Background: an optimization exercise with open tools, aiming at small area. Do not read the settings as production practice.
Where RTL was checked, it was by simulation tests only, not by an equivalence proof against the original.
The clock port is modelled as an ideal driver; clocking choices that lean on that would not hold on a real chip.

==> 01-08: inputs <==
==> flow/design.v <==
module data_memory_aoi3 (
  input  logic s0, s1, s2,
  input  logic d0, d1, d2,
  output logic y_n
);
  assign y_n = ~((s0 & d0) | (s1 & d1) | (s2 & d2));
endmodule
module data_memory #(
  parameter int unsigned DATA_WIDTH = 32,
  parameter int unsigned ADDR_WIDTH = 6,
  parameter int unsigned DEPTH      = 2 ** ADDR_WIDTH
) (
  input  logic                  clk,
  input  logic                  rst,
  input  logic                  ce,
  input  logic                  we,
  input  logic [ADDR_WIDTH-1:0] address,
  input  logic [DATA_WIDTH-1:0] dataIn,
  output logic [DATA_WIDTH-1:0] dataOut
);
  localparam int unsigned NTERM = DEPTH + 1;
  localparam int unsigned NGRP  = (NTERM + 2) / 3;
  logic [DATA_WIDTH-1:0] mem [DEPTH];
  logic [DEPTH-1:0]      valid;
  logic rd, wr;
  assign rd = ce && !we;
  assign wr = ce && we && !rst;
  logic [3*NGRP-1:0]            tsel;
  logic [DATA_WIDTH-1:0]        tdat [3*NGRP];
  always_comb begin
    for (int i = 0; i < 3 * NGRP; i++) begin
      tsel[i] = 1'b0;
      tdat[i] = '0;
    end
    for (int i = 0; i < DEPTH; i++) begin
      tsel[i] = rd && valid[i] && (address == ADDR_WIDTH'(i));
      tdat[i] = mem[i];
    end
    tsel[DEPTH] = !rd;
    tdat[DEPTH] = dataOut;
  end
  logic [DATA_WIDTH-1:0] term_n [NGRP];
  for (genvar g = 0; g < NGRP; g++) begin : g_grp
    for (genvar b = 0; b < DATA_WIDTH; b++) begin : g_bit
      data_memory_aoi3 u_aoi (
        .s0(tsel[3*g]), .s1(tsel[3*g+1]), .s2(tsel[3*g+2]),
        .d0(tdat[3*g][b]), .d1(tdat[3*g+1][b]), .d2(tdat[3*g+2][b]),
        .y_n(term_n[g][b])
      );
    end
  end
  logic [DATA_WIDTH-1:0] dnext;
  always_comb begin
    dnext = '0;
    for (int g = 0; g < NGRP; g++) begin
      dnext = dnext | ~term_n[g];
    end
  end
  always_ff @(posedge clk) begin
    if (wr) begin
      mem[address] <= dataIn;
    end
  end
  always_ff @(posedge clk or posedge rst) begin
    if (rst) begin
      valid <= '0;
    end else if (wr) begin
      valid[address] <= 1'b1;
    end
  end
  always_ff @(posedge clk or posedge rst) begin
    if (rst) begin
      dataOut <= '0;
    end else begin
      dataOut <= dnext;
    end
  end
endmodule
==> flow/run.sh <==
#!/bin/bash
# synth_recipe.tcl (not shown) runs the flow's synth.tcl, then flattens the netlist and writes it again
# the make line also repeats each setting of config.mk as NAME=value (left out here)
make -C /OpenROAD-flow-scripts/flow DESIGN_CONFIG=/design/flow/config.mk WORK_HOME=/design/flow/orfs CLKGATE_MAP_FILE= SYNTH_SCRIPT=/design/flow/synth_recipe.tcl finish
==> flow/config.mk <==
export PLATFORM = sky130hd
export DESIGN_NAME = data_memory
export DESIGN_NICKNAME = data_memory
export VERILOG_FILES = /design/flow/design.v
export SDC_FILE = /design/flow/constraint.sdc
export NUM_CORES = 4
export LEC_CHECK = 0
export CAP_MARGIN = 0
export CORE_MARGIN = 2
export CORE_UTILIZATION = 65
export CTS_BUF_LIST = sky130_fd_sc_hd__clkbuf_8
export CTS_CLUSTER_SIZE = 30
export SLEW_MARGIN = 0
export SYNTH_HIERARCHICAL = 1
export SYNTH_MINIMUM_KEEP_SIZE = 0
==> flow/constraint.sdc <==
create_clock -name core_clock -period 5.0 [get_ports {clk}]
set_input_delay 1.0000 -clock core_clock [delete_from_list [all_inputs] [get_ports {clk}]]
set_output_delay 1.0000 -clock core_clock [all_outputs]
set_load 0.01 [all_outputs]
==> 07-02: changes against 01-08 <==
--- a/flow/design.v
+++ b/flow/design.v
@@ -20,5 +20,6 @@
 );
   localparam int unsigned NTERM = DEPTH + 1;
-  localparam int unsigned NGRP  = (NTERM + 2) / 3;
+  localparam int unsigned NGRP  = (NTERM + 2) / 3;   
+  localparam int unsigned NLAST = NTERM - 3 * (NGRP - 1);
   logic [DATA_WIDTH-1:0] mem [DEPTH];
   logic [DEPTH-1:0]      valid;
@@ -43,9 +44,15 @@
   for (genvar g = 0; g < NGRP; g++) begin : g_grp
     for (genvar b = 0; b < DATA_WIDTH; b++) begin : g_bit
-      data_memory_aoi3 u_aoi (
-        .s0(tsel[3*g]), .s1(tsel[3*g+1]), .s2(tsel[3*g+2]),
-        .d0(tdat[3*g][b]), .d1(tdat[3*g+1][b]), .d2(tdat[3*g+2][b]),
-        .y_n(term_n[g][b])
-      );
+      if (g < NGRP - 1 || NLAST == 3) begin : g_aoi3
+        data_memory_aoi3 u_aoi (
+          .s0(tsel[3*g]), .s1(tsel[3*g+1]), .s2(tsel[3*g+2]),
+          .d0(tdat[3*g][b]), .d1(tdat[3*g+1][b]), .d2(tdat[3*g+2][b]),
+          .y_n(term_n[g][b])
+        );
+      end else if (NLAST == 2) begin : g_aoi2
+        assign term_n[g][b] = ~((tsel[3*g] & tdat[3*g][b]) | (tsel[3*g+1] & tdat[3*g+1][b]));
+      end else begin : g_one
+        assign term_n[g][b] = ~(tsel[3*g] & tdat[3*g][b]);
+      end
     end
   end
==> flow/flow/run.sh (new file) <==
#!/bin/bash
# The standard layout, with two changes: the clock tree is built without
# dummy loads (large sink clusters on clkbuf_16), and ports are buffered
# with buf_1. Every tool's output goes to the ORFS logs; make's own output
# goes to flow_make.log here.
set -euo pipefail
export CTS_ARGS="-sink_clustering_enable -repair_clock_nets -sink_clustering_size 26 -sink_clustering_max_diameter 80 -buf_list sky130_fd_sc_hd__clkbuf_16 -dont_use_dummy_load"
export BUFFER_PORTS_ARGS="-buffer_cell sky130_fd_sc_hd__buf_1"
bash standard.sh finish > flow_make.log 2>&1
==> flow/standard.sh (new file) <==
#!/bin/bash
# synth_recipe.tcl (not shown) runs the flow's synth.tcl, then flattens the netlist and writes it again
# the make line also repeats each setting of config.mk as NAME=value (left out here)
make -C /OpenROAD-flow-scripts/flow DESIGN_CONFIG=/design/flow/config.mk WORK_HOME=/design/flow/orfs CLKGATE_MAP_FILE= SYNTH_SCRIPT=/design/flow/synth_recipe.tcl "${@:-finish}"
Settings changed: CAP_MARGIN 0 to 10, CTS_BUF_LIST sky130_fd_sc_hd__clkbuf_8 to sky130_fd_sc_hd__clkbuf_16, CTS_CLUSTER_DIAMETER from default to 80, CTS_CLUSTER_SIZE 30 to 26, SLEW_MARGIN 0 to 10.
removed: flow/run.sh
==> 01-26: changes against 01-08 <==
--- a/flow/design.v
+++ b/flow/design.v
@@ -20,5 +20,6 @@
 );
   localparam int unsigned NTERM = DEPTH + 1;
-  localparam int unsigned NGRP  = (NTERM + 2) / 3;
+  localparam int unsigned NGRP  = (NTERM + 2) / 3;   
+  localparam int unsigned NLAST = NTERM - 3 * (NGRP - 1);
   logic [DATA_WIDTH-1:0] mem [DEPTH];
   logic [DEPTH-1:0]      valid;
@@ -43,9 +44,15 @@
   for (genvar g = 0; g < NGRP; g++) begin : g_grp
     for (genvar b = 0; b < DATA_WIDTH; b++) begin : g_bit
-      data_memory_aoi3 u_aoi (
-        .s0(tsel[3*g]), .s1(tsel[3*g+1]), .s2(tsel[3*g+2]),
-        .d0(tdat[3*g][b]), .d1(tdat[3*g+1][b]), .d2(tdat[3*g+2][b]),
-        .y_n(term_n[g][b])
-      );
+      if (g < NGRP - 1 || NLAST == 3) begin : g_aoi3
+        data_memory_aoi3 u_aoi (
+          .s0(tsel[3*g]), .s1(tsel[3*g+1]), .s2(tsel[3*g+2]),
+          .d0(tdat[3*g][b]), .d1(tdat[3*g+1][b]), .d2(tdat[3*g+2][b]),
+          .y_n(term_n[g][b])
+        );
+      end else if (NLAST == 2) begin : g_aoi2
+        assign term_n[g][b] = ~((tsel[3*g] & tdat[3*g][b]) | (tsel[3*g+1] & tdat[3*g+1][b]));
+      end else begin : g_one
+        assign term_n[g][b] = ~(tsel[3*g] & tdat[3*g][b]);
+      end
     end
   end
==> flow/flow/run.sh (new file) <==
#!/bin/bash
# The standard layout, with three changes: the clock tree is built without
# dummy loads (large sink clusters on clkbuf_16); ports are buffered with
# buf_1; and after CTS, combinational cells are downsized where slack, slew
# and capacitance allow (flow/post_cts.tcl). Every tool's output goes to the
# ORFS logs; make's own output goes to flow_make.log here.
set -euo pipefail
here=$(pwd)
export CTS_ARGS="-sink_clustering_enable -repair_clock_nets -sink_clustering_size 26 -sink_clustering_max_diameter 80 -buf_list sky130_fd_sc_hd__clkbuf_16 -dont_use_dummy_load"
export BUFFER_PORTS_ARGS="-buffer_cell sky130_fd_sc_hd__buf_1"
export POST_CTS_TCL="$here/flow/post_cts.tcl"
bash standard.sh finish > flow_make.log 2>&1
==> flow/flow/downsize.tcl (new file) <==
# Downsize combinational cells to the smallest drive strength that keeps
# slack, slew and capacitance within limits. Flip-flops and the clock tree
# are left alone.
proc ds_area {lc} {
  set m [[ord::get_db] findMaster [get_name $lc]]
  return [expr {[$m getWidth] * [$m getHeight]}]
}
proc ds_ok {min_setup min_hold} {
  if {[sta::max_slew_violation_count] > $::ds_slew0} { return 0 }
  if {[sta::max_capacitance_violation_count] > $::ds_cap0} { return 0 }
  if {[sta::worst_slack_cmd max] < $min_setup * 1e-9} { return 0 }
  if {[sta::worst_slack_cmd min] < $min_hold * 1e-9} { return 0 }
  return 1
}
proc downsize_all {min_setup min_hold} {
  estimate_parasitics -placement
  set ::ds_slew0 [sta::max_slew_violation_count]
  set ::ds_cap0 [sta::max_capacitance_violation_count]
  set saved 0
  set n 0
  foreach inst [get_cells *] {
    set m [[sta::sta_to_db_inst $inst] getMaster]
    set name [$m getName]
    if {![regexp {^sky130_fd_sc_hd__} $name]} continue
    if {[regexp {df|edf|dl|clkbuf|clkinv|tap|fill|decap|diode|conb} $name]} continue
    set lc [get_lib_cells $name]
    if {$lc eq ""} continue
    if {![regexp {^(sky130_fd_sc_hd__[a-z0-9]+)_([0-9]+)$} $name -> base drive]} continue
    if {[regexp {df|edf|dl|clkbuf|clkinv|tap|fill|decap|diode|conb} $base]} continue
    set a0 [ds_area $lc]
    set cands {}
    foreach c [get_lib_cells ${base}_*] {
      if {[regexp {lpflow|probe} [get_name $c]]} continue
      set a [ds_area $c]
      if {$a < $a0} { lappend cands [list $a [get_name $c]] }
    }
    if {$cands eq {}} continue
    foreach c [lsort -real -index 0 $cands] {
      set cn [lindex $c 1]
      replace_cell $inst $cn
      if {[ds_ok $min_setup $min_hold]} {
        set saved [expr {$saved + $a0 - [lindex $c 0]}]
        incr n
        break
      }
      replace_cell $inst $name
    }
  }
  puts "downsize: $n cells, [format %.1f [expr {$saved / 1e6}]] um2 saved"
}
==> flow/flow/post_cts.tcl (new file) <==
# Runs at the end of the CTS step (ORFS POST_CTS_TCL hook): downsize
# combinational cells that synthesis and repair made larger than needed,
# then repair any slew or capacitance the smaller cells leave short of the
# margins, and legalise the placement again.
source [file join [file dirname [info script]] downsize.tcl]
downsize_all 0.5 0.1
estimate_parasitics -placement
repair_design -slew_margin 10 -cap_margin 10 -match_cell_footprint
detailed_placement
check_placement -verbose
estimate_parasitics -placement
report_worst_slack -max
report_worst_slack -min
==> flow/standard.sh (new file) <==
#!/bin/bash
# synth_recipe.tcl (not shown) runs the flow's synth.tcl, then flattens the netlist and writes it again
# the make line also repeats each setting of config.mk as NAME=value (left out here)
make -C /OpenROAD-flow-scripts/flow DESIGN_CONFIG=/design/flow/config.mk WORK_HOME=/design/flow/orfs CLKGATE_MAP_FILE= SYNTH_SCRIPT=/design/flow/synth_recipe.tcl "${@:-finish}"
Settings changed: CAP_MARGIN 0 to 10, CTS_BUF_LIST sky130_fd_sc_hd__clkbuf_8 to sky130_fd_sc_hd__clkbuf_16, CTS_CLUSTER_DIAMETER from default to 80, CTS_CLUSTER_SIZE 30 to 26, SLEW_MARGIN 0 to 10.
removed: flow/run.sh
==> 11-28: changes against 01-08 <==
--- a/flow/design.v
+++ b/flow/design.v
@@ -20,5 +20,6 @@
 );
   localparam int unsigned NTERM = DEPTH + 1;
-  localparam int unsigned NGRP  = (NTERM + 2) / 3;
+  localparam int unsigned NGRP  = (NTERM + 2) / 3;   
+  localparam int unsigned NLAST = NTERM - 3 * (NGRP - 1);
   logic [DATA_WIDTH-1:0] mem [DEPTH];
   logic [DEPTH-1:0]      valid;
@@ -43,9 +44,15 @@
   for (genvar g = 0; g < NGRP; g++) begin : g_grp
     for (genvar b = 0; b < DATA_WIDTH; b++) begin : g_bit
-      data_memory_aoi3 u_aoi (
-        .s0(tsel[3*g]), .s1(tsel[3*g+1]), .s2(tsel[3*g+2]),
-        .d0(tdat[3*g][b]), .d1(tdat[3*g+1][b]), .d2(tdat[3*g+2][b]),
-        .y_n(term_n[g][b])
-      );
+      if (g < NGRP - 1 || NLAST == 3) begin : g_aoi3
+        data_memory_aoi3 u_aoi (
+          .s0(tsel[3*g]), .s1(tsel[3*g+1]), .s2(tsel[3*g+2]),
+          .d0(tdat[3*g][b]), .d1(tdat[3*g+1][b]), .d2(tdat[3*g+2][b]),
+          .y_n(term_n[g][b])
+        );
+      end else if (NLAST == 2) begin : g_aoi2
+        assign term_n[g][b] = ~((tsel[3*g] & tdat[3*g][b]) | (tsel[3*g+1] & tdat[3*g+1][b]));
+      end else begin : g_one
+        assign term_n[g][b] = ~(tsel[3*g] & tdat[3*g][b]);
+      end
     end
   end
==> flow/flow/run.sh (new file) <==
#!/bin/bash
# The standard layout, with three changes: the clock tree is built without
# dummy loads (large sink clusters on clkbuf_16), and ports are buffered
# with buf_1, and gates off the critical paths are downsized after global routing. Every tool's output goes to the ORFS logs; make's own output
# goes to flow_make.log here.
set -euo pipefail
export CTS_ARGS="-sink_clustering_enable -repair_clock_nets -sink_clustering_size 26 -sink_clustering_max_diameter 80 -buf_list sky130_fd_sc_hd__clkbuf_16 -dont_use_dummy_load"
export BUFFER_PORTS_ARGS="-buffer_cell sky130_fd_sc_hd__buf_1"
export RECOVER_POWER=100
bash standard.sh finish > flow_make.log 2>&1
==> flow/standard.sh (new file) <==
#!/bin/bash
# synth_recipe.tcl (not shown) runs the flow's synth.tcl, then flattens the netlist and writes it again
# the make line also repeats each setting of config.mk as NAME=value (left out here)
make -C /OpenROAD-flow-scripts/flow DESIGN_CONFIG=/design/flow/config.mk WORK_HOME=/design/flow/orfs CLKGATE_MAP_FILE= SYNTH_SCRIPT=/design/flow/synth_recipe.tcl "${@:-finish}"
Settings changed: CAP_MARGIN 0 to 10, CTS_BUF_LIST sky130_fd_sc_hd__clkbuf_8 to sky130_fd_sc_hd__clkbuf_16, CTS_CLUSTER_DIAMETER from default to 80, CTS_CLUSTER_SIZE 30 to 26, SLEW_MARGIN 0 to 10.
removed: flow/run.sh
==> results.txt <==
Non-Filler Instances = 5345
Setup-failing EPs final = 1
Synth Cell Area = 74470 µm²
met3 Usage GRT = 11.78%
die width = 342.5 µm
CP startpoint = address[2]
Slew headroom = 9.157%
GRT met1 Usage = 54.97%
Sw Ratio = 19.84%
met1 WL = 77560 µm
Worst path slowest cell = nor3_1
Violated Checks = negative setup slack
synth top area cells = edfxtp_1 (83%), a222oi_1 (9.0%), dfrtp_1 (3.2%), nand4_1 (1.4%), and3_1 (0.54%)
Initial Utilization = 65.31%
min setup slack post-route = -0.02605 ns
outcome = failed layout checks
the above is filed under 01-26

==> results.txt <==
Initial Utilization = 65.30%
Synth Cell Area = 74470 µm²
min setup slack post-route = 0.4457 ns
Slew headroom = 8.389%
Non-Filler Instances = 5844
met1 WL = 78210 µm
Sw Ratio = 21.21%
met3 Usage GRT = 12.42%
outcome = complete, no violations
Setup-failing EPs final = 0
die width = 342.5 µm
Worst path slowest cell = nor4_1
the above is filed under 01-08

==> results.txt <==
die width = 342.5 µm
Sw Ratio = 19.78%
CP startpoint = address[4]
Initial Utilization = 65.31%
Slew Limit Fails = 3167
Max Cap Viol = 79
GRT met1 Usage = 54.54%
outcome = failed layout checks
Synth Cell Area = 74470 µm²
Violated Checks = max-capacitance violations, max-slew violations
Setup-failing EPs final = 0
min setup slack post-route = 0.3224 ns
met3 Usage GRT = 12.12%
Slew headroom = -150.6%
synth top area cells = edfxtp_1 (83%), a222oi_1 (9.0%), dfrtp_1 (3.2%), nand4_1 (1.4%), and3_1 (0.54%)
the above is filed under 11-28

==> results.txt <==
min setup slack post-route = 0.7521 ns
CP startpoint = address[0]
Sw Ratio = 19.89%
outcome = complete, no violations
die width = 342.5 µm
synth top area cells = edfxtp_1 (83%), a222oi_1 (9.0%), dfrtp_1 (3.2%), nand4_1 (1.4%), and3_1 (0.54%)
Setup-failing EPs final = 0
met3 Usage GRT = 12.12%
Slew headroom = 13.07%
the above is filed under 07-02

Function not checked in 01-08: the RTL went through the layout flow alone.

-- what the ideal ports hide --
No port has a modelled driver above. Below, the same layouts with a new extraction and two added sets of constraints.
Step 1 assumes that a clkbuf_16 drives the clock port and a buf_2 every other input.
Step 2, shift: input delay + t, output delay - t, t = (earliest + latest rising clock arrival at the registers) / 2. This alone moves slack from input paths to output paths.
a / b / c = no drivers / after step 1 / after step 2; a / b = the first two.
run	t (ns)	slack for setup (ns)	latest minus earliest clock arrival (ns)
01-08	1.051	0.446 / 0.494 / -0.557	0.063 / 0.063
07-02	0.791	0.752 / 0.747 / -0.044	0.057 / 0.057
01-26	0.789	-0.026 / -0.034 / -0.823	0.050 / 0.050
11-28	0.784	0.322 / 0.260 / -0.524	0.048 / 0.048
For 01-08, which loses most, drivers alone change the setup slack by +0.048 ns; drivers and shift together by -1.003 ns.
